Context: an optimization exercise on an open-source flow, tuned for small area, a short achievable clock period and few clock cycles. The choices shown serve that exercise and are no tape-out recipe.
Function was not checked in any run shown here: the RTL went through the layout flow alone.
No activity file was given, so power comes from the tool's default toggle rates.

==> flow/design.v (outline; a module is shown in full before it is edited, if it fits) <==
// module xyolo_lane: 846 lines
// module xyolo_fa: 4 lines
// module xyolo_ha: 4 lines
// module xyolo_lanes: 167 lines
module xyolo_lanes
#(
  parameter int DATA_W   = xyolo_lanes_pkg::c_DATA_W,
  parameter int N_LANES  = xyolo_lanes_pkg::c_N_LANES,
  parameter int SHIFT_W  = xyolo_lanes_pkg::c_SHIFT_W,
  parameter int CNT_W    = xyolo_lanes_pkg::c_CNT_W,
  parameter int LEAKY_SH = xyolo_lanes_pkg::c_LEAKY_SH
) (
  input  logic                      clk,
  input  logic                      rst,
  input  logic                      start,
  input  logic [CNT_W-1:0]          cfg_n_acc,
  input  logic [CNT_W-1:0]          cfg_n_out,
  input  logic [2:0]                cfg_mp_win,
  input  logic                      cfg_bias,
  input  logic                      cfg_leaky,
  input  logic                      cfg_maxpool,
  input  logic                      cfg_bypass,
  input  logic [SHIFT_W-1:0]        cfg_shift,
  input  logic                      in_valid,
  output logic                      in_ready,
  input  logic [N_LANES*DATA_W-1:0] in_pixel,
  input  logic [N_LANES*DATA_W-1:0] in_weight,
  input  logic [N_LANES*DATA_W-1:0] in_bias,
  output logic                      out_valid,
  input  logic                      out_ready,
  output logic [N_LANES*DATA_W-1:0] out_data,
  output logic                      busy,
  output logic                      done
);
  // ...
==> flow/flow/run.sh <==
#!/bin/bash
# Standard synthesis unchanged, then the standard layout steps with the
# timing repair asked to leave extra setup margin (so that it sizes the
# critical paths for a period well below the 10 ns constraint) and with
# plain buffers, rather than delay cells, on the ports.
set -euo pipefail
MARGIN=$(cat flow/margin.txt)
bash standard.sh synth > synth.log 2>&1
bash standard.sh SETUP_SLACK_MARGIN=$MARGIN \
  BUFFER_PORTS_ARGS="-buffer_cell sky130_fd_sc_hd__buf_2" finish > layout.log 2>&1
==> flow/flow/margin.txt <==
6.5
==> flow/standard.sh <==
#!/bin/bash
# synth_recipe.tcl (not shown) runs the flow's synth.tcl, then flattens the netlist and writes it again
# the make line also repeats each setting of config.mk as NAME=value (left out here)
make -C /OpenROAD-flow-scripts/flow DESIGN_CONFIG=/design/flow/config.mk WORK_HOME=/design/flow/orfs CLKGATE_MAP_FILE= SYNTH_SCRIPT=/design/flow/synth_recipe.tcl "${@:-finish}"
==> flow/config.mk <==
export PLATFORM = sky130hd
export DESIGN_NAME = xyolo_lanes
export DESIGN_NICKNAME = xyolo_lanes
export VERILOG_FILES = /design/flow/design.v
export SDC_FILE = /design/flow/constraint.sdc
export NUM_CORES = 4
export LEC_CHECK = 0
export ABC_AREA = 1
export CAP_MARGIN = 20
export CORE_MARGIN = 2
export CORE_UTILIZATION = 40
export SLEW_MARGIN = 20
export SYNTH_HIERARCHICAL = 1
==> flow/constraint.sdc <==
create_clock -name core_clock -period 10.0 [get_ports {clk}]
set_input_delay 2.0000 -clock core_clock [delete_from_list [all_inputs] [get_ports {clk}]]
set_output_delay 2.0000 -clock core_clock [all_outputs]
set_load 0.01 [all_outputs]
==> notes.md, run 1 <==
Global route hottest layer: met2
Remaining antenna violation count: 0
TritonRoute pass-1 iters: 6
Most frequent cell after synthesis: nand2_1
Period utilization: 0.403
PostCTS Resize Cnt: 410
Die Y: 410 um
Global-route wire length before repair: 300000 um
Hold Path Depth: 0
Multi-input combinational area share: 0.514
Largest power group: combinational logic
CP max stage delay: 0.42 ns
DR WL met2: 88000 um
CP endpoint: g_lane[3].u_lane.r_y18[15]
Area of the multi-input gates: 40800 um^2
Switch share: 0.412
Critical path class: register to register
Reg with most FFs: g_lane.u_lane.r_acc
Cell area after layout: 79300 um^2
WHS Endpoint: f3_gl
Yosys warns: 8
Clock-cell share: 0.0513
Layout cells sized above 1: 0.197
R2r worst-path depth: 23
Final setup vio count: 0
Setup crit start kind: register
Clock Latency Late Sink: 0.78 ns
Ant diodes: 3
Vias in the first global route: 51800
Combinational cell power: 10.2 mW
Hold_sp: f2_gl
Multi-In Gates: 4978
Mapped cell area: 66000 um^2
Outcome: finished clean
Seq area share: 0.276
Critical path fanouts, max: 7
Final Hold Fails: 0
Via/cell ratio: 5.22
Ranking of synthesized cells by area: dfxtp_1 24%, fa_1 18%, edfxtp_1 9.2%
Pre-CTS WS: 5.24 ns
Crit-path cells: buf_6 -> buf_6 -> buf_16 -> o21ai_1 -> o21ai_2 -> o21ai_1 -> nand2_1 -> o21ai_2 -> mux2i_1 -> ha_1 -> nand2_2 -> nand3_4 -> a31oi_4 -> o21ai_4 -> nand2_1 -> nand2_2 -> fa_2 -> xor2_2 -> nand3_1 -> and2_4 -> inv_4 -> a31oi_4 -> o21ai_1
Commonest non-fill, non-tap cell in the layout: nand2_1
RSZ-0062 raised after global routing: true
DIE WIDTH: 410 um
==> module xyolo_lanes, before the edit <==
module xyolo_lanes
#(
  parameter int DATA_W   = xyolo_lanes_pkg::c_DATA_W,
  parameter int N_LANES  = xyolo_lanes_pkg::c_N_LANES,
  parameter int SHIFT_W  = xyolo_lanes_pkg::c_SHIFT_W,
  parameter int CNT_W    = xyolo_lanes_pkg::c_CNT_W,
  parameter int LEAKY_SH = xyolo_lanes_pkg::c_LEAKY_SH
) (
  input  logic                      clk,
  input  logic                      rst,
  input  logic                      start,
  input  logic [CNT_W-1:0]          cfg_n_acc,
  input  logic [CNT_W-1:0]          cfg_n_out,
  input  logic [2:0]                cfg_mp_win,
  input  logic                      cfg_bias,
  input  logic                      cfg_leaky,
  input  logic                      cfg_maxpool,
  input  logic                      cfg_bypass,
  input  logic [SHIFT_W-1:0]        cfg_shift,
  input  logic                      in_valid,
  output logic                      in_ready,
  input  logic [N_LANES*DATA_W-1:0] in_pixel,
  input  logic [N_LANES*DATA_W-1:0] in_weight,
  input  logic [N_LANES*DATA_W-1:0] in_bias,
  output logic                      out_valid,
  input  logic                      out_ready,
  output logic [N_LANES*DATA_W-1:0] out_data,
  output logic                      busy,
  output logic                      done
);
  logic [CNT_W-1:0]   r_n_acc;           
  logic [2:0]         r_n_win;           
  logic               r_acc_le1, r_win_le1;
  logic               r_bypass, r_bias_en, r_leaky;
  logic [SHIFT_W-1:0] r_shift;
  logic [CNT_W-1:0]   r_bc;              
  logic [2:0]         r_wc;              
  logic [CNT_W-1:0]   r_oc;              
  logic               r_wl, r_wcl, r_ocl;    
  logic               r_wf, r_gf;        
  logic               r_run;             
  logic               r_busy, r_done, r_in_ready, r_out_valid, r_out_last, r_pend;
  logic               w_st, w_acc, w_xfer;
  logic [2:0]         w_cfg_win;
  assign w_st   = start && !r_busy;
  assign w_acc  = in_valid && r_in_ready;
  assign w_xfer = r_out_valid && out_ready;
  logic [SHIFT_W-1:0] w_cfg_shift;
  assign w_cfg_shift = cfg_bypass ? '0 : cfg_shift;
  assign w_cfg_win = !cfg_maxpool ? 3'd1 : (cfg_mp_win[2] ? 3'd4 : cfg_mp_win);
  logic w_gl_nx, w_jl_nx, w_wl1, w_gf1, w_x1, w_k0a, w_k0b, w_k1a, w_k1b;
  assign w_gl_nx = r_wl && r_wcl;                       
  assign w_jl_nx = w_gl_nx && r_ocl;                    
  assign w_wl1   = r_wl ? r_acc_le1 : (r_bc == CNT_W'(2));   
  assign w_gf1   = r_wl ? r_wcl : r_gf;                 
  assign w_x1    = w_gf1 && w_wl1;
  assign w_k0a = r_run && !(r_gf && r_wl && r_pend);
  assign w_k0b = r_run && r_pend && r_out_valid;
  assign w_k1a = !w_jl_nx && !(w_x1 && (w_gl_nx || r_pend));
  assign w_k1b = !w_jl_nx && !(w_x1 && w_gl_nx) && r_out_valid;
  logic e_ld, e_wl, e_gf, e_gl, e_jl;
  assign e_ld = w_acc && (r_wf || r_bypass);
  assign e_wl = w_acc && r_wl;
  assign e_gf = r_gf;
  assign e_gl = w_acc && w_gl_nx;
  assign e_jl = w_acc && w_jl_nx;
  always_ff @(posedge clk) begin
    if (w_st) begin
      r_bc  <= cfg_n_acc;
      r_wl  <= (cfg_n_acc[CNT_W-1:1] == '0);
      r_wf  <= 1'b1;
    end else if (w_acc) begin
      r_bc  <= r_wl ? r_n_acc : r_bc - CNT_W'(1);
      r_wl  <= w_wl1;
      r_wf  <= r_wl;
    end
    if (w_st) begin
      r_wc  <= w_cfg_win;
      r_wcl <= (w_cfg_win[2:1] == 2'd0);
      r_gf  <= 1'b1;
    end else if (e_wl) begin
      r_wc  <= r_wcl ? r_n_win : r_wc - 3'd1;
      r_wcl <= r_wcl ? r_win_le1 : (r_wc == 3'd2);
      r_gf  <= r_wcl;
    end
    if (w_st) begin
      r_oc  <= cfg_n_out;
      r_ocl <= (cfg_n_out[CNT_W-1:1] == '0);
    end else if (e_gl) begin
      r_oc  <= r_oc - CNT_W'(1);
      r_ocl <= (r_oc == CNT_W'(2));
    end
    if (w_st) begin
      r_n_acc   <= cfg_n_acc;
      r_acc_le1 <= (cfg_n_acc[CNT_W-1:1] == '0);
      r_n_win   <= w_cfg_win;
      r_win_le1 <= (w_cfg_win[2:1] == 2'd0);
      r_bypass  <= cfg_bypass;
      r_bias_en <= cfg_bias && !cfg_bypass;
      r_leaky   <= cfg_leaky && !cfg_bypass;
      r_shift   <= w_cfg_shift;
    end
  end
  logic f0_wl, f0_gf, f0_gl, f0_jl;           
  logic f1_wl, f1_gf, f1_gl, f1_jl;           
  logic f2_wl, f2_gf, f2_gl, f2_jl;           
  logic f3_wl, f3_gf, f3_gl, f3_jl;           
  always_ff @(posedge clk) begin
    if (rst) begin
      r_run <= 1'b0; r_busy <= 1'b0; r_done <= 1'b0; r_in_ready <= 1'b0;
      r_out_valid <= 1'b0; r_out_last <= 1'b0; r_pend <= 1'b0;
      {f0_wl, f1_wl, f2_wl, f3_wl} <= '0;
    end else begin
      r_run      <= w_st || (r_run && !e_jl);
      r_pend     <= e_gl || (r_pend && !w_xfer);
      r_in_ready <= w_st || (w_acc ? (w_k1a || (w_k1b && out_ready))
                                   : (w_k0a || (w_k0b && out_ready)));
      r_done     <= w_xfer && r_out_last;
      r_busy     <= w_st || (r_busy && !(w_xfer && r_out_last));
      if (f3_wl && f3_gl) begin
        r_out_valid <= 1'b1;
        r_out_last  <= f3_jl;
      end else if (w_xfer) begin
        r_out_valid <= 1'b0;
      end
      {f0_wl, f1_wl, f2_wl, f3_wl} <= {e_wl, f0_wl, f1_wl, f2_wl};
    end
  end
  always_ff @(posedge clk) begin
    {f0_gf, f0_gl, f0_jl} <= {r_gf, w_gl_nx, w_jl_nx};
    {f1_gf, f1_gl, f1_jl} <= {f0_gf, f0_gl, f0_jl};
    {f2_gf, f2_gl, f2_jl} <= {f1_gf, f1_gl, f1_jl};
    {f3_gf, f3_gl, f3_jl} <= {f2_gf, f2_gl, f2_jl};
  end
  assign in_ready  = r_in_ready;
  assign out_valid = r_out_valid;
  assign busy      = r_busy;
  assign done      = r_done;
  logic [25:0] w_fit_mask;
  for (genvar t = 0; t < 26; t++) begin : g_mask
    assign w_fit_mask[t] = (5'(t) >= r_shift);
  end
  for (genvar g = 0; g < N_LANES; g++) begin : g_lane
    xyolo_lane #(
      .DATA_W   (DATA_W),
      .SHIFT_W  (SHIFT_W),
      .CNT_W    (CNT_W),
      .LEAKY_SH (LEAKY_SH)
    ) u_lane (
      .clk        (clk),
      .beat_en    (w_acc),
      .bypass     (r_bypass),
      .bias_en    (r_bias_en),
      .pixel      (in_pixel[g*DATA_W +: DATA_W]),
      .weight     (in_weight[g*DATA_W +: DATA_W]),
      .bias       (in_bias[g*DATA_W +: DATA_W]),
      .sh_load    (w_st),
      .sh_d       (w_cfg_shift),
      .cfg_leaky  (r_leaky),
      .fit_mask   (w_fit_mask),
      .ld_beat    (e_ld),
      .pool_en    (f3_wl),
      .pool_first (f3_gf),
      .result     (out_data[g*DATA_W +: DATA_W])
    );
  end
endmodule
==> run 2: changes to the inputs <==
--- a/flow/design.v
+++ b/flow/design.v
@@ -25,37 +25,36 @@
 ) (
   input  logic               clk,
   input  logic               beat_en,     
   input  logic               bypass,      
   input  logic               bias_en,     
   input  logic [DATA_W-1:0]  pixel,
   input  logic [DATA_W-1:0]  weight,
   input  logic [DATA_W-1:0]  bias,
-  input  logic               sh_load,     
-  input  logic [SHIFT_W-1:0] sh_d,
+  input  logic [SHIFT_W-1:0] cfg_shift,   
   input  logic               cfg_leaky,
   input  logic [25:0]        fit_mask,    
   input  logic               ld_beat,     
   input  logic               pool_en,     
   input  logic               pool_first,  
   output logic [DATA_W-1:0]  result
 );
   logic [SHIFT_W-1:0] r_sh;
   logic               r_ld0, r_ld1;
   always_ff @(posedge clk) begin
-    if (sh_load) r_sh <= sh_d;
+    r_sh  <= cfg_shift;
     r_ld0 <= ld_beat;
     r_ld1 <= r_ld0;
   end
   logic [15:0] r_x, r_y, r_b;
   always_ff @(posedge clk) begin
     r_x <= pixel;
     r_y <= beat_en ? (bypass ? 16'd1 : weight) : 16'd0;
-    r_b <= bias_en ? bias : 16'd0;
+    if (ld_beat) r_b <= bias_en ? bias : 16'd0;
   end
   logic [16:0] w_xe;
   logic [7:0]  w_one, w_two, w_neg;
   logic [16:0] w_r0, w_r1, w_r2, w_r3, w_r4, w_r5, w_r6, w_r7;
   assign w_xe = {r_x[15], r_x};
   for (genvar j = 0; j < 8; j++) begin : g_enc
     logic yl, ym, yh;
     assign yl = (j == 0) ? 1'b0 : r_y[2*j-1];
@@ -302,17 +301,16 @@
   assign fc89 = (fc65 & hs17) | (1'b1 & (fc65 ^ hs17));
   wire fs90, fc90;
   xyolo_fa u_fa90 (.a(~w_r6[16]), .b(w_r7[14]), .c(hc17), .s(fs90), .co(fc90));
   wire hs20, hc20;
   assign hs20 = w_r7[15] ^ 1'b1;
   assign hc20 = w_r7[15] & 1'b1;
   logic [30:0] r_t0;
   logic [30:0] r_t1;
-  logic [15:0] r_b1;
   always_ff @(posedge clk) begin
     r_t0[0] <= w_r0[0];
     r_t1[0] <= w_neg[0];
     r_t0[1] <= w_r0[1];
     r_t0[2] <= w_neg[1];
     r_t1[2] <= hs18;
     r_t0[3] <= hc18;
     r_t1[3] <= hs19;
@@ -365,17 +363,16 @@
     r_t0[27] <= fc88;
     r_t1[27] <= fs89;
     r_t0[28] <= fc89;
     r_t1[28] <= fs90;
     r_t0[29] <= fc90;
     r_t1[29] <= hs20;
     r_t0[30] <= ~w_r7[16];
     r_t1[30] <= hc20;
-    r_b1 <= r_b;
   end
   logic [42:0] w_row0, w_row1, w_x, w_cs_s, w_cs_c, w_acc_n;
   logic [42:0] r_acc;
   logic [15:0] r_bh;     
   assign w_row0 = {1'b1, 1'b1, 1'b1, 1'b1, 1'b1, 1'b1, 1'b1, 1'b1, 1'b1, 1'b1, 1'b1, 1'b1, r_t0[30], r_t0[29], r_t0[28], r_t0[27], r_t0[26], r_t0[25], r_t0[24], r_t0[23], r_t0[22], r_t0[21], r_t0[20], r_t0[19], r_t0[18], r_t0[17], r_t0[16], r_t0[15], r_t0[14], r_t0[13], r_t0[12], r_t0[11], r_t0[10], r_t0[9], r_t0[8], r_t0[7], r_t0[6], r_t0[5], r_t0[4], r_t0[3], r_t0[2], r_t0[1], r_t0[0]};
   assign w_row1 = {1'b0, 1'b0, 1'b0, 1'b0, 1'b0, 1'b0, 1'b0, 1'b0, 1'b0, 1'b0, 1'b0, 1'b0, r_t1[30], r_t1[29], r_t1[28], r_t1[27], r_t1[26], r_t1[25], r_t1[24], r_t1[23], r_t1[22], r_t1[21], r_t1[20], r_t1[19], r_t1[18], r_t1[17], r_t1[16], r_t1[15], r_t1[14], r_t1[13], r_t1[12], r_t1[11], r_t1[10], r_t1[9], r_t1[8], r_t1[7], r_t1[6], r_t1[5], r_t1[4], r_t1[3], r_t1[2], 1'b0, r_t1[0]};
   assign w_x     = r_acc & {43{~r_ld1}};
   xyolo_fa u_cs0 (.a(w_x[0]), .b(r_t0[0]), .c(r_t1[0]), .s(w_cs_s[0]), .co(w_cs_c[0]));
@@ -705,17 +702,17 @@
   assign ca_sum[38] = ca_p0[38] ^ ca_G53;
   assign ca_sum[39] = ca_p0[39] ^ ca_G73;
   assign ca_sum[40] = ca_p0[40] ^ ca_G40;
   assign ca_sum[41] = ca_p0[41] ^ ca_G74;
   assign ca_sum[42] = ca_p0[42] ^ ca_G54;
   assign w_acc_n = ca_sum;
   always_ff @(posedge clk) begin
     r_acc <= w_acc_n;
-    if (r_ld1) r_bh <= r_b1;
+    if (r_ld1) r_bh <= r_b;
   end
   logic [47:0] w_a0;
   logic [31:0] w_s16;
   logic [23:0] w_s8;
   logic [19:0] w_s4;
   logic [17:0] w_s2;
   logic [16:0] w_t;
   logic [17:0] w_vs, w_vw;
@@ -753,93 +750,111 @@
   assign pa_P6 = pa_p0[13] & pa_p0[12];
   wire pa_G7, pa_P7;
   assign pa_G7 = pa_g0[15] | (pa_p0[15] & pa_g0[14]);
   assign pa_P7 = pa_p0[15] & pa_p0[14];
   wire pa_G8, pa_P8;
   assign pa_G8 = pa_g0[17] | (pa_p0[17] & pa_g0[16]);
   assign pa_P8 = pa_p0[17] & pa_p0[16];
   wire pa_G9, pa_P9;
-  assign pa_G9 = pa_G1 | (pa_P1 & pa_G0);
-  assign pa_P9 = pa_P1 & pa_P0;
+  assign pa_G9 = pa_g0[2] | (pa_p0[2] & pa_G0);
+  assign pa_P9 = pa_p0[2] & pa_P0;
   wire pa_G10, pa_P10;
-  assign pa_G10 = pa_G3 | (pa_P3 & pa_G2);
-  assign pa_P10 = pa_P3 & pa_P2;
+  assign pa_G10 = pa_G1 | (pa_P1 & pa_G0);
+  assign pa_P10 = pa_P1 & pa_P0;
   wire pa_G11, pa_P11;
-  assign pa_G11 = pa_G5 | (pa_P5 & pa_G4);
-  assign pa_P11 = pa_P5 & pa_P4;
+  assign pa_G11 = pa_g0[6] | (pa_p0[6] & pa_G2);
+  assign pa_P11 = pa_p0[6] & pa_P2;
   wire pa_G12, pa_P12;
-  assign pa_G12 = pa_G7 | (pa_P7 & pa_G6);
-  assign pa_P12 = pa_P7 & pa_P6;
+  assign pa_G12 = pa_G3 | (pa_P3 & pa_G2);
+  assign pa_P12 = pa_P3 & pa_P2;
   wire pa_G13, pa_P13;
-  assign pa_G13 = pa_G10 | (pa_P10 & pa_G9);
-  assign pa_P13 = pa_P10 & pa_P9;
+  assign pa_G13 = pa_g0[10] | (pa_p0[10] & pa_G4);
+  assign pa_P13 = pa_p0[10] & pa_P4;
   wire pa_G14, pa_P14;
-  assign pa_G14 = pa_G12 | (pa_P12 & pa_G11);
-  assign pa_P14 = pa_P12 & pa_P11;
+  assign pa_G14 = pa_G5 | (pa_P5 & pa_G4);
+  assign pa_P14 = pa_P5 & pa_P4;
   wire pa_G15, pa_P15;
-  assign pa_G15 = pa_G14 | (pa_P14 & pa_G13);
-  assign pa_P15 = pa_P14 & pa_P13;
+  assign pa_G15 = pa_g0[14] | (pa_p0[14] & pa_G6);
+  assign pa_P15 = pa_p0[14] & pa_P6;
   wire pa_G16, pa_P16;
-  assign pa_G16 = pa_G11 | (pa_P11 & pa_G13);
-  assign pa_P16 = pa_P11 & pa_P13;
+  assign pa_G16 = pa_G7 | (pa_P7 & pa_G6);
+  assign pa_P16 = pa_P7 & pa_P6;
   wire pa_G17, pa_P17;
-  assign pa_G17 = pa_G2 | (pa_P2 & pa_G9);
-  assign pa_P17 = pa_P2 & pa_P9;
+  assign pa_G17 = pa_g0[4] | (pa_p0[4] & pa_G10);
+  assign pa_P17 = pa_p0[4] & pa_P10;
   wire pa_G18, pa_P18;
-  assign pa_G18 = pa_G4 | (pa_P4 & pa_G13);
-  assign pa_P18 = pa_P4 & pa_P13;
+  assign pa_G18 = pa_G2 | (pa_P2 & pa_G10);
+  assign pa_P18 = pa_P2 & pa_P10;
   wire pa_G19, pa_P19;
-  assign pa_G19 = pa_G6 | (pa_P6 & pa_G16);
-  assign pa_P19 = pa_P6 & pa_P16;
+  assign pa_G19 = pa_G11 | (pa_P11 & pa_G10);
+  assign pa_P19 = pa_P11 & pa_P10;
   wire pa_G20, pa_P20;
-  assign pa_G20 = pa_G8 | (pa_P8 & pa_G15);
-  assign pa_P20 = pa_P8 & pa_P15;
+  assign pa_G20 = pa_G12 | (pa_P12 & pa_G10);
+  assign pa_P20 = pa_P12 & pa_P10;
   wire pa_G21, pa_P21;
-  assign pa_G21 = pa_g0[2] | (pa_p0[2] & pa_G0);
-  assign pa_P21 = pa_p0[2] & pa_P0;
+  assign pa_G21 = pa_g0[12] | (pa_p0[12] & pa_G14);
+  assign pa_P21 = pa_p0[12] & pa_P14;
   wire pa_G22, pa_P22;
-  assign pa_G22 = pa_g0[4] | (pa_p0[4] & pa_G9);
-  assign pa_P22 = pa_p0[4] & pa_P9;
+  assign pa_G22 = pa_G6 | (pa_P6 & pa_G14);
+  assign pa_P22 = pa_P6 & pa_P14;
   wire pa_G23, pa_P23;
-  assign pa_G23 = pa_g0[6] | (pa_p0[6] & pa_G17);
-  assign pa_P23 = pa_p0[6] & pa_P17;
+  assign pa_G23 = pa_G15 | (pa_P15 & pa_G14);
+  assign pa_P23 = pa_P15 & pa_P14;
   wire pa_G24, pa_P24;
-  assign pa_G24 = pa_g0[8] | (pa_p0[8] & pa_G13);
-  assign pa_P24 = pa_p0[8] & pa_P13;
+  assign pa_G24 = pa_G16 | (pa_P16 & pa_G14);
+  assign pa_P24 = pa_P16 & pa_P14;
   wire pa_G25, pa_P25;
-  assign pa_G25 = pa_g0[10] | (pa_p0[10] & pa_G18);
-  assign pa_P25 = pa_p0[10] & pa_P18;
+  assign pa_G25 = pa_g0[8] | (pa_p0[8] & pa_G20);
+  assign pa_P25 = pa_p0[8] & pa_P20;
   wire pa_G26, pa_P26;
-  assign pa_G26 = pa_g0[12] | (pa_p0[12] & pa_G16);
-  assign pa_P26 = pa_p0[12] & pa_P16;
+  assign pa_G26 = pa_G4 | (pa_P4 & pa_G20);
+  assign pa_P26 = pa_P4 & pa_P20;
   wire pa_G27, pa_P27;
-  assign pa_G27 = pa_g0[14] | (pa_p0[14] & pa_G19);
-  assign pa_P27 = pa_p0[14] & pa_P19;
+  assign pa_G27 = pa_G13 | (pa_P13 & pa_G20);
+  assign pa_P27 = pa_P13 & pa_P20;
   wire pa_G28, pa_P28;
-  assign pa_G28 = pa_g0[16] | (pa_p0[16] & pa_G15);
-  assign pa_P28 = pa_p0[16] & pa_P15;
+  assign pa_G28 = pa_G14 | (pa_P14 & pa_G20);
+  assign pa_P28 = pa_P14 & pa_P20;
+  wire pa_G29, pa_P29;
+  assign pa_G29 = pa_G21 | (pa_P21 & pa_G20);
+  assign pa_P29 = pa_P21 & pa_P20;
+  wire pa_G30, pa_P30;
+  assign pa_G30 = pa_G22 | (pa_P22 & pa_G20);
+  assign pa_P30 = pa_P22 & pa_P20;
+  wire pa_G31, pa_P31;
+  assign pa_G31 = pa_G23 | (pa_P23 & pa_G20);
+  assign pa_P31 = pa_P23 & pa_P20;
+  wire pa_G32, pa_P32;
+  assign pa_G32 = pa_G24 | (pa_P24 & pa_G20);
+  assign pa_P32 = pa_P24 & pa_P20;
+  wire pa_G33, pa_P33;
+  assign pa_G33 = pa_g0[16] | (pa_p0[16] & pa_G32);
+  assign pa_P33 = pa_p0[16] & pa_P32;
+  wire pa_G34, pa_P34;
+  assign pa_G34 = pa_G8 | (pa_P8 & pa_G32);
+  assign pa_P34 = pa_P8 & pa_P32;
   assign pa_sum[0] = pa_p0[0] ^ 1'b0;
   assign pa_sum[1] = pa_p0[1] ^ pa_g0[0];
   assign pa_sum[2] = pa_p0[2] ^ pa_G0;
-  assign pa_sum[3] = pa_p0[3] ^ pa_G21;
-  assign pa_sum[4] = pa_p0[4] ^ pa_G9;
-  assign pa_sum[5] = pa_p0[5] ^ pa_G22;
-  assign pa_sum[6] = pa_p0[6] ^ pa_G17;
-  assign pa_sum[7] = pa_p0[7] ^ pa_G23;
-  assign pa_sum[8] = pa_p0[8] ^ pa_G13;
-  assign pa_sum[9] = pa_p0[9] ^ pa_G24;
-  assign pa_sum[10] = pa_p0[10] ^ pa_G18;
-  assign pa_sum[11] = pa_p0[11] ^ pa_G25;
-  assign pa_sum[12] = pa_p0[12] ^ pa_G16;
-  assign pa_sum[13] = pa_p0[13] ^ pa_G26;
-  assign pa_sum[14] = pa_p0[14] ^ pa_G19;
-  assign pa_sum[15] = pa_p0[15] ^ pa_G27;
-  assign pa_sum[16] = pa_p0[16] ^ pa_G15;
-  assign pa_sum[17] = pa_p0[17] ^ pa_G28;
+  assign pa_sum[3] = pa_p0[3] ^ pa_G9;
+  assign pa_sum[4] = pa_p0[4] ^ pa_G10;
+  assign pa_sum[5] = pa_p0[5] ^ pa_G17;
+  assign pa_sum[6] = pa_p0[6] ^ pa_G18;
+  assign pa_sum[7] = pa_p0[7] ^ pa_G19;
+  assign pa_sum[8] = pa_p0[8] ^ pa_G20;
+  assign pa_sum[9] = pa_p0[9] ^ pa_G25;
+  assign pa_sum[10] = pa_p0[10] ^ pa_G26;
+  assign pa_sum[11] = pa_p0[11] ^ pa_G27;
+  assign pa_sum[12] = pa_p0[12] ^ pa_G28;
+  assign pa_sum[13] = pa_p0[13] ^ pa_G29;
+  assign pa_sum[14] = pa_p0[14] ^ pa_G30;
+  assign pa_sum[15] = pa_p0[15] ^ pa_G31;
+  assign pa_sum[16] = pa_p0[16] ^ pa_G32;
+  assign pa_sum[17] = pa_p0[17] ^ pa_G33;
   assign w_vs = pa_sum;
   assign w_ge28 = &r_sh[4:2];
   assign w_vw[12:0] = w_vs[12:0];
   assign w_vw[13] = (r_sh[1] & r_sh[0]) ? w_vs[12] : w_vs[13];
   assign w_vw[14] = r_sh[1] ? (r_sh[0] ? w_vs[12] : w_vs[13]) : w_vs[14];
   assign w_vw[15] = r_sh[1] ? (r_sh[0] ? w_vs[12] : w_vs[13]) : (r_sh[0] ? w_vs[14] : w_vs[15]);
   assign w_vw[17:16] = {2{w_vw[15]}};
   logic [17:0] r_y18;
@@ -909,34 +924,38 @@
   logic [SHIFT_W-1:0] r_shift;
   logic [CNT_W-1:0]   r_bc;              
   logic [2:0]         r_wc;              
   logic [CNT_W-1:0]   r_oc;              
   logic               r_wl, r_wcl, r_ocl;    
   logic               r_wf, r_gf;        
   logic               r_run;             
   logic               r_busy, r_done, r_in_ready, r_out_valid, r_out_last, r_pend;
+  logic               r_ldh1;            
   logic               w_st, w_acc, w_xfer;
   logic [2:0]         w_cfg_win;
   assign w_st   = start && !r_busy;
   assign w_acc  = in_valid && r_in_ready;
   assign w_xfer = r_out_valid && out_ready;
   logic [SHIFT_W-1:0] w_cfg_shift;
   assign w_cfg_shift = cfg_bypass ? '0 : cfg_shift;
   assign w_cfg_win = !cfg_maxpool ? 3'd1 : (cfg_mp_win[2] ? 3'd4 : cfg_mp_win);
   logic w_gl_nx, w_jl_nx, w_wl1, w_gf1, w_x1, w_k0a, w_k0b, w_k1a, w_k1b;
   assign w_gl_nx = r_wl && r_wcl;                       
   assign w_jl_nx = w_gl_nx && r_ocl;                    
   assign w_wl1   = r_wl ? r_acc_le1 : (r_bc == CNT_W'(2));   
   assign w_gf1   = r_wl ? r_wcl : r_gf;                 
   assign w_x1    = w_gf1 && w_wl1;
-  assign w_k0a = r_run && !(r_gf && r_wl && r_pend);
-  assign w_k0b = r_run && r_pend && r_out_valid;
-  assign w_k1a = !w_jl_nx && !(w_x1 && (w_gl_nx || r_pend));
-  assign w_k1b = !w_jl_nx && !(w_x1 && w_gl_nx) && r_out_valid;
+  logic w_bw0, w_bw1;
+  assign w_bw0 = r_bias_en && r_wf && r_ldh1;
+  assign w_bw1 = r_bias_en && r_wl && (r_wf || r_ldh1);
+  assign w_k0a = r_run && !(r_gf && r_wl && r_pend) && !w_bw0;
+  assign w_k0b = r_run && r_pend && r_out_valid && !w_bw0;
+  assign w_k1a = !w_jl_nx && !(w_x1 && (w_gl_nx || r_pend)) && !w_bw1;
+  assign w_k1b = !w_jl_nx && !(w_x1 && w_gl_nx) && r_out_valid && !w_bw1;
   logic e_ld, e_wl, e_gf, e_gl, e_jl;
   assign e_ld = w_acc && (r_wf || r_bypass);
   assign e_wl = w_acc && r_wl;
   assign e_gf = r_gf;
   assign e_gl = w_acc && w_gl_nx;
   assign e_jl = w_acc && w_jl_nx;
   always_ff @(posedge clk) begin
     if (w_st) begin
@@ -976,21 +995,22 @@
     end
   end
   logic f0_wl, f0_gf, f0_gl, f0_jl;           
   logic f1_wl, f1_gf, f1_gl, f1_jl;           
   logic f2_wl, f2_gf, f2_gl, f2_jl;           
   logic f3_wl, f3_gf, f3_gl, f3_jl;           
   always_ff @(posedge clk) begin
     if (rst) begin
-      r_run <= 1'b0; r_busy <= 1'b0; r_done <= 1'b0; r_in_ready <= 1'b0;
+      r_run <= 1'b0; r_busy <= 1'b0; r_ldh1 <= 1'b0; r_done <= 1'b0; r_in_ready <= 1'b0;
       r_out_valid <= 1'b0; r_out_last <= 1'b0; r_pend <= 1'b0;
       {f0_wl, f1_wl, f2_wl, f3_wl} <= '0;
     end else begin
       r_run      <= w_st || (r_run && !e_jl);
+      r_ldh1     <= e_ld;
       r_pend     <= e_gl || (r_pend && !w_xfer);
       r_in_ready <= w_st || (w_acc ? (w_k1a || (w_k1b && out_ready))
                                    : (w_k0a || (w_k0b && out_ready)));
       r_done     <= w_xfer && r_out_last;
       r_busy     <= w_st || (r_busy && !(w_xfer && r_out_last));
       if (f3_wl && f3_gl) begin
         r_out_valid <= 1'b1;
         r_out_last  <= f3_jl;
@@ -1023,18 +1043,17 @@
     ) u_lane (
       .clk        (clk),
       .beat_en    (w_acc),
       .bypass     (r_bypass),
       .bias_en    (r_bias_en),
       .pixel      (in_pixel[g*DATA_W +: DATA_W]),
       .weight     (in_weight[g*DATA_W +: DATA_W]),
       .bias       (in_bias[g*DATA_W +: DATA_W]),
-      .sh_load    (w_st),
-      .sh_d       (w_cfg_shift),
+      .cfg_shift  (r_shift),
       .cfg_leaky  (r_leaky),
       .fit_mask   (w_fit_mask),
       .ld_beat    (e_ld),
       .pool_en    (f3_wl),
       .pool_first (f3_gf),
       .result     (out_data[g*DATA_W +: DATA_W])
     );
   end
==> flow/config.mk (replaced) <==
export PLATFORM = sky130hd
export DESIGN_NAME = xyolo_lanes
export DESIGN_NICKNAME = xyolo_lanes
export VERILOG_FILES = /design/flow/design.v
export SDC_FILE = /design/flow/constraint.sdc
export NUM_CORES = 4
export LEC_CHECK = 0
export ABC_AREA = 1
export CAP_MARGIN = 20
export CORE_MARGIN = 2
export CORE_UTILIZATION = 60
export CTS_CLUSTER_DIAMETER = 120
export CTS_CLUSTER_SIZE = 24
export PLACE_DENSITY = 0.7
export SLEW_MARGIN = 20
export SYNTH_HIERARCHICAL = 1
==> run 2 against run 1 <==
  * First-iteration DRC count up 1.1%
  * Hold slack improved by 0.015 ns
  * Wire length fell by 11%
  * Largest cell class unchanged
  * Via count down 1.6%
  * Still clean
==> notes.md, run 2 <==
Num Clock Sinks: 925
P_sw: 7.68 mW
Synthesized instance count: 7449
Total power: 17.4 mW
Max-slew headroom: 0.130
Slowest-stage cell, CP: fa_1
Max Cap Viol: 0
EDFF count, synth: 247
Syn-to-layout area delta: 11.0%
Pint: 9.76 mW
Sum Neg Setup Slack: 0 ns
Worst ir drop on vdd: 0.000173 V
# IOs: 301
Critical path fanouts, max: 14 (+7)
CTS tree: done
Syn Nets: 8640
Remaining antenna violation count: 0 (unchanged)
Fraction of registers with async set or reset after synthesis: 0
Area of the multi-input gates: 40000 um^2 (-1.9%)
WL per Instance: 19.5 um
Switch share: 0.440 (+0.0286)
Leak: 37.0 nW
Critical path class: register to register
Syn avg cell area: 8.78 um^2
Main flop type after synthesis: dfxtp_1
Pwr per Cell Area: 240 nW/um^2
Commonest non-fill, non-tap cell in the layout: nand2_1
Core Area: 109000 um^2
Setup crit start kind: register
Max H-tree Level: 2
RSZ-0062 raised after global routing: true
Part of the Yosys area used for sequential elements: 0.321
Via count: 51700
Largest net degree at the start of global routing: 67
CP required: 10.57 ns
Slew @ Worst Pin: 1.31 ns
Clock buffer depth: 3
Max-slew violations: 0
Flop pwr share: 0.318
Min Tclk post-route: 3.50 ns
Unique cell type count in the Yosys netlist: 53
Clk root buf: clkbuf_16
Total gr overflow: 0
Layout cells sized above 1: 0.136 (-0.0611)
Max Clock Skew: 0.0519 ns
Mapped cell area: 65400 um^2 (-0.88%)
Reg area: 21100 um^2
Die area: 112000 um^2
Arrival @ worst endpoint: 4.07 ns
CTS Buf Count: 45
Commonest cells in the netlist: 1362 x nand2_1, 1006 x inv_1, 678 x dfxtp_1
Max reg flops: 172
Reg with most FFs: g_lane.u_lane.r_acc
Yosys warns: 8 (unchanged)
Area after DPL: 67400 um^2
Starting Density: 0.603
Cell area after layout: 72600 um^2 (-8.4%)
Initial DRC count: 4251
Crit-path cells: buf_4 -> clkbuf_16 -> o21ai_0 -> o21ai_0 -> o221ai_1 -> nand3_2 -> ha_4 -> fa_2 -> nand2_2 -> nand2_2 -> nand2_2 -> inv_2 -> nand2_2 -> nand3_4 -> nand2_4 -> nand2_4 -> nand2_4 -> nand2_4 -> fa_1 -> nand2_1 -> nand3_1
Routability cong.: 0.934
# fillers: 8969
Clk pwr share: 0.125
Combinational share of power: 0.557
DP Wirelength: 128000 um
Die Y: 334 um (-19%)
Leading area contributor after synthesis: dfxtp_1
CTS Hold Bufs: 0
Final setup vio count: 0 (unchanged)
Most frequent cell after synthesis: nand2_1
Total track usage: 0.308
Ranking of synthesized cells by area: dfxtp_1 21%, fa_1 17%, edfxtp_1 11%
Port Buffers: 300
Global-route wire length before repair: 272000 um (-9.2%)
Worst-path clk slew: 0.11 ns
CP max stage delay: 0.44 ns (+0.02 ns)
Vias in the first global route: 50300 (-2.9%)
Largest registers: g_lane.u_lane.r_acc (172), g_lane.u_lane.r_t0 (124), g_lane.u_lane.r_t1 (120)
DIE WIDTH: 334 um (-19%)
TritonRoute pass-1 iters: 8 (+2)
Site Rows: 121
Clock Latency Late Sink: 0.69 ns (-0.09 ns)
Period utilization: 0.350 (-0.0527)
Achievable Freq: 285 MHz
# nets final: 8875
Outcome: finished clean
Routed WL: 178000 um
# DRC: 0
Via/cell ratio: 5.66 (+8.6%)
Initial antenna violation count: 1
Most frequent cells in the layout: 1306 x nand2_1, 950 x inv_1, 635 x dfxtp_1, 573 x xor2_1, 553 x fa_1
Final Hold Fails: 0 (unchanged)
Yosys reg bits: 925
Share of the synthesized area in the top cell type: 0.207
Tightest Hold Check Type: register to register
Setup crit end kind: register
## run 2: cell types whose count changed after synthesis, sizes merged, moves of 13 or more
cell	previous run	this run
o21ai	368	451
a22oi	50	2
nor2	481	502
a21oi	167	205
edfxtp	203	247
fa	584	568
nand2	1326	1363
inv	1003	1031
dfxtp	785	678
nand3	203	216
clkbuf	130	143
## run 2: worst max-delay path, delay by kind of cell, from the launching register on
family | cells | cell delay, ns
and+or+nand+nor | 12 | 1.01
DFF | 1 | 0.42
AOI/OAI and AO/OA | 3 | 0.54
adders and majority gates | 3 | 1.04
buffers and inverters | 3 | 0.37
## run 2: cell type report
class / count / area share
multi-input combinational: 5123 / 0.551
sequential: 925 / 0.291
clock buffer: 75 / 0.0179
timing repair inverter: 6 / 0.000517
tap: 1414 / 0.0244
clock inverter: 5 / 0.000638
inverter: 1044 / 0.0554
timing repair buffer: 539 / 0.0592
antenna: 3 / 0.000103
## run 2: kinds of logic (layout without fill, tap and decap cells)
logic type,count (synthesis),count (layout),synth area share
other,0,3,0
DFF,925,925,0.321
and+or+nand+nor,2170,2170,0.133
adders and majority gates,958,958,0.248
muxes,32,32,0.00490
AOI/OAI and AO/OA,1333,1333,0.121
xor gates and xnor gates,630,630,0.0843
buffers and inverters,1401,1669,0.0872
## run 2: timing repair
action	CTS	global route
cloned	10	27
endpoints found under the setup margin	335	195
pin swaps	24	115
hold endpoints to repair	0	0
setup buffers	67	77
resized for setup	229	355
## run 2: metal layers
metal	vias up	GRT usage	wire [um]	share of wire
met5	-	0	0	0
met4	0	0.130	9360	0.053
met3	478	0.0533	13400	0.075
met2	2063	0.504	82200	0.46
met1	24600	0.406	73400	0.41
li1	24600	-	-	-
## run 2: path summary, 6_finish.rpt
check,startpoint,endpoint,slack [ns],cells past startpoint
min,g_lane[2].u_lane.r_ld0,g_lane[2].u_lane.r_ld1,0.33,0
min reg2reg,g_lane[2].u_lane.r_ld0,g_lane[2].u_lane.r_ld1,0.33,0
max reg2reg,g_lane[2].u_lane.r_sh[4],g_lane[2].u_lane.r_y18[16],6.50,21
max,g_lane[2].u_lane.r_sh[4],g_lane[2].u_lane.r_y18[16],6.50,21
## run 2: Yosys stat by module (local to each module, per instance), a selection
module	copies in the design	flops+latches
xyolo_lanes	1	81
xyolo_fa	464	0
xyolo_ha	76	0
## run 2: metrics by stage
step	hold WS (ns)	setup slack, ns	cells	utilization
floorplan	0.310	6.43	7449	-
global placement	0.310	5.38	8869	0.621
detailed placement	0.312	5.30	8869	0.621
CTS	0.331	6.43	9026	0.647
global route	0.338	6.27	9132	0.669
finish	0.329	6.50	9134	0.669
## run 2: power by group through the flow
stage / Combinational (mW) / Sequential [mW] / Clock [mW]
final: 9.72 / 5.54 / 2.18
after global routing: 11.1 / 5.63 / 2.37
after CTS: 9.42 / 5.53 / 2.24
after detailed placement: 9.22 / 5.62 / 0
after global placement: 8.80 / 5.61 / 0
after floorplan: 7.16 / 5.35 / 0

-- afterwards: timing with drivers on the ports --
The results above use ideal ports. As a check the final layouts listed here were re-extracted and re-timed, cells and wires unchanged.
Step 1 sets driving cells, clkbuf_16 on the clock port and buf_2 on the other inputs (assumed; they add their load-dependent delay and slew).
Step 2 also shifts input and output timing later by t, the mid clock arrival at the registers, as if the neighbouring blocks saw the same clock.
a / b / c = ideal ports / drivers / drivers and shift; a / b = the first two.
run | t (ns) | setup slack, ns | worst slew at a driven data input, ns
run 1 | 0.827 | 5.970 / 5.970 / 5.970 | 0.08
run 2 | 0.742 | 6.497 / 6.497 / 6.176 | 0.06
After both steps setup and hold are still met in every run listed. For run 2, which loses most, drivers alone change the setup slack by 0.000 ns; drivers and shift together by -0.321 ns.
